What follows belongs to an exercise in optimizing a design on an open flow for small area; a production flow would make more cautious choices. In this exercise RTL edits were held to simulation tests only and were not proved equivalent to the original. Power is estimated from default activity; no workload was simulated.

==> flow/design.v (excerpt) <==
module cgra_tile (
    input  logic                                clk,
    input  logic                                reset,
    input  logic                                i_start_exec,
    input  logic [64-1:0]                   i_config,
    input  logic [4*33-1:0]        i_flit_in,
    input  logic [32-1:0]                  i_mem_rdata,
    output logic [4*33-1:0]        o_flit_out,
    output logic [75-1:0]                   o_mem
);
export LEC_CHECK = 0
export CAP_MARGIN = 20
export CORE_MARGIN = 2
export CORE_UTILIZATION = 40
export CTS_BUF_LIST = sky130_fd_sc_hd__clkbuf_8
export CTS_CLUSTER_DIAMETER = 100
export CTS_CLUSTER_SIZE = 12
export SLEW_MARGIN = 20
create_clock -name core_clock -period 5.0 [get_ports {clk}]
run.sh (not shown) runs the stock make flow with config.mk's settings and CLKGATE_MAP_FILE= SYNTH_SCRIPT=/design/flow/synth_recipe.tcl, a recipe that flattens the netlist after the stock synthesis.
Edit:
CTS_BUF_LIST = unset   (was sky130_fd_sc_hd__clkbuf_8)
CTS_CLUSTER_DIAMETER = unset   (was 100)
CTS_CLUSTER_SIZE = unset   (was 12)
Combinational power hardly moves.
Via count hardly moves.
Total power increases by 18%.
Critical path depth increases by 9.
Fmax increases by 3.0%.
Final cell count increases by 0.63%.
Synthesized area stays the same.


Starting RTL as in the previous note.
Design cgra_tile, start of the top module:
module cgra_tile (
    input  logic                                clk,
    input  logic                                reset,
    input  logic                                i_start_exec,
    input  logic [64-1:0]                   i_config,
    input  logic [4*33-1:0]        i_flit_in,
    input  logic [32-1:0]                  i_mem_rdata,
    output logic [4*33-1:0]        o_flit_out,
    output logic [75-1:0]                   o_mem
);
Settings: LEC_CHECK=0, CAP_MARGIN=10, CELL_PAD_IN_SITES_DETAIL_PLACEMENT=1, CELL_PAD_IN_SITES_GLOBAL_PLACEMENT=1, CORE_MARGIN=2, CORE_UTILIZATION=30, PLACE_DENSITY=0.5, SLEW_MARGIN=10; clock period 5.0 ns.
standard.sh (not shown) runs the stock make flow with config.mk's settings and CLKGATE_MAP_FILE= SYNTH_SCRIPT=/design/flow/synth_recipe.tcl, a recipe that flattens the netlist after the stock synthesis.
==> flow/flow/run.sh <==
#!/bin/bash
# Standard ORFS layout (the standard.sh) with these changes:
#  - the last ABC mapping of synthesis uses an area-oriented script (flow/area.abc)
#    instead of abc_speed.script; everything before it, and so every register,
#    is the standard synthesis
#  - registers keep the instance names of the standard synthesis: the standard
#    synthesis is run first (in ref/), and flow/rename_regs.py gives each register
#    of the area-mapped netlist the name of the same register there
#  - the port buffers are sky130_fd_sc_hd__buf_1 instead of the default pick
#  - clock tree: clkbuf_8 only, clusters of up to 12 sinks, no dummy loads
# Each tool's output goes to a log file in this folder (ORFS's own logs stay
# under orfs/logs and ref/logs).
set -euo pipefail
HERE=$(pwd)
RES=orfs/results/sky130hd/cgra_tile/base
cat > "$HERE/area_synth.tcl" <<'TCL'
proc synth {args} { yosys synth -nofsm -noshare {*}$args }
proc abc {args} {
  set i [lsearch -exact $args -script]
  if {$i >= 0} { lset args [expr {$i + 1}] $::env(AREA_ABC_SCRIPT) }
  yosys abc {*}$args
}
TCL
# the rest of the standard flow's synthesis script, unchanged
tail -n +2 "$HERE/synth_recipe.tcl" >> "$HERE/area_synth.tcl"
export AREA_ABC_SCRIPT="$HERE/flow/area.abc"

# 1. the standard synthesis, for the register names
sed "s#WORK_HOME=[^ ]*#WORK_HOME=$HERE/ref#" "$HERE/standard.sh" > "$HERE/ref_standard.sh"
bash "$HERE/ref_standard.sh" synth > "$HERE/ref_synth.log" 2>&1

# 2. the area-mapped synthesis netlist
bash "$HERE/standard.sh" SYNTH_SCRIPT="$HERE/area_synth.tcl" "$HERE/$RES/1_2_yosys.v" \
    > "$HERE/area_synth.log" 2>&1

# 3. registers take the standard synthesis's names
python3 "$HERE/flow/rename_regs.py" "$HERE/ref/results/sky130hd/cgra_tile/base/1_2_yosys.v" \
    "$HERE/$RES/1_2_yosys.v" > "$HERE/rename_regs.log" 2>&1

# 4. the rest of the flow
bash "$HERE/standard.sh" SYNTH_SCRIPT="$HERE/area_synth.tcl" \
    "BUFFER_PORTS_ARGS=-buffer_cell sky130_fd_sc_hd__buf_1" \
    "CTS_ARGS=-sink_clustering_enable -repair_clock_nets -dont_use_dummy_load -buf_list {sky130_fd_sc_hd__clkbuf_8} -sink_clustering_size 12 -sink_clustering_max_diameter 100" \
    finish > "$HERE/standard_flow.log" 2>&1
Other scripts of this flow, unchanged in this note and not shown: flow/flow/area.abc, flow/flow/rename_regs.py
Change:
CAP_MARGIN = 20   (was 10)
CORE_UTILIZATION = 35   (was 30)
PLACE_DENSITY = 0.55   (was 0.5)
SLEW_MARGIN = 20   (was 10)
After rerunning:
- wire length shrinks by a few percent
- sequential cell count stays the same
- via count grows slightly
- fmax grows by a few percent
- power shrinks slightly
- core utilization grows by 5.5 points

==> static timing again, ports no longer ideal <==
Ports are ideal in the flow. The routed layouts listed here were re-timed in OpenROAD. Step 1, drivers: a clkbuf_16 drives clk and a buf_2 each remaining input, both assumed. Step 2 adds t to the input delays and takes it off the output delays; t is the mean of the earliest and latest rising clock arrival at the registers after step 1. Input paths then give back, and output paths get back, about the clock's delay inside the block. Three values: ideal, step 1, step 2; two values: the first two.
run | t, ns | setup WS [ns] | latest minus earliest clock arrival (ns) | worst data-port slew with drivers (ns)
the first run of note 1 | 0.756 | 0.688 / 0.625 / 0.918 | 0.039 / 0.039 | 0.15
the second run of note 1 | 0.639 | 0.814 / 0.755 / 0.814 | 0.039 / 0.039 | 0.14
the first run of note 2 | 0.681 | 0.217 / 0.217 / 0.217 | 0.073 / 0.072 | 0.11
the second run of note 2 | 0.743 | 0.350 / 0.350 / 0.350 | 0.125 / 0.126 | 0.14
After both steps every run listed still meets setup and hold.
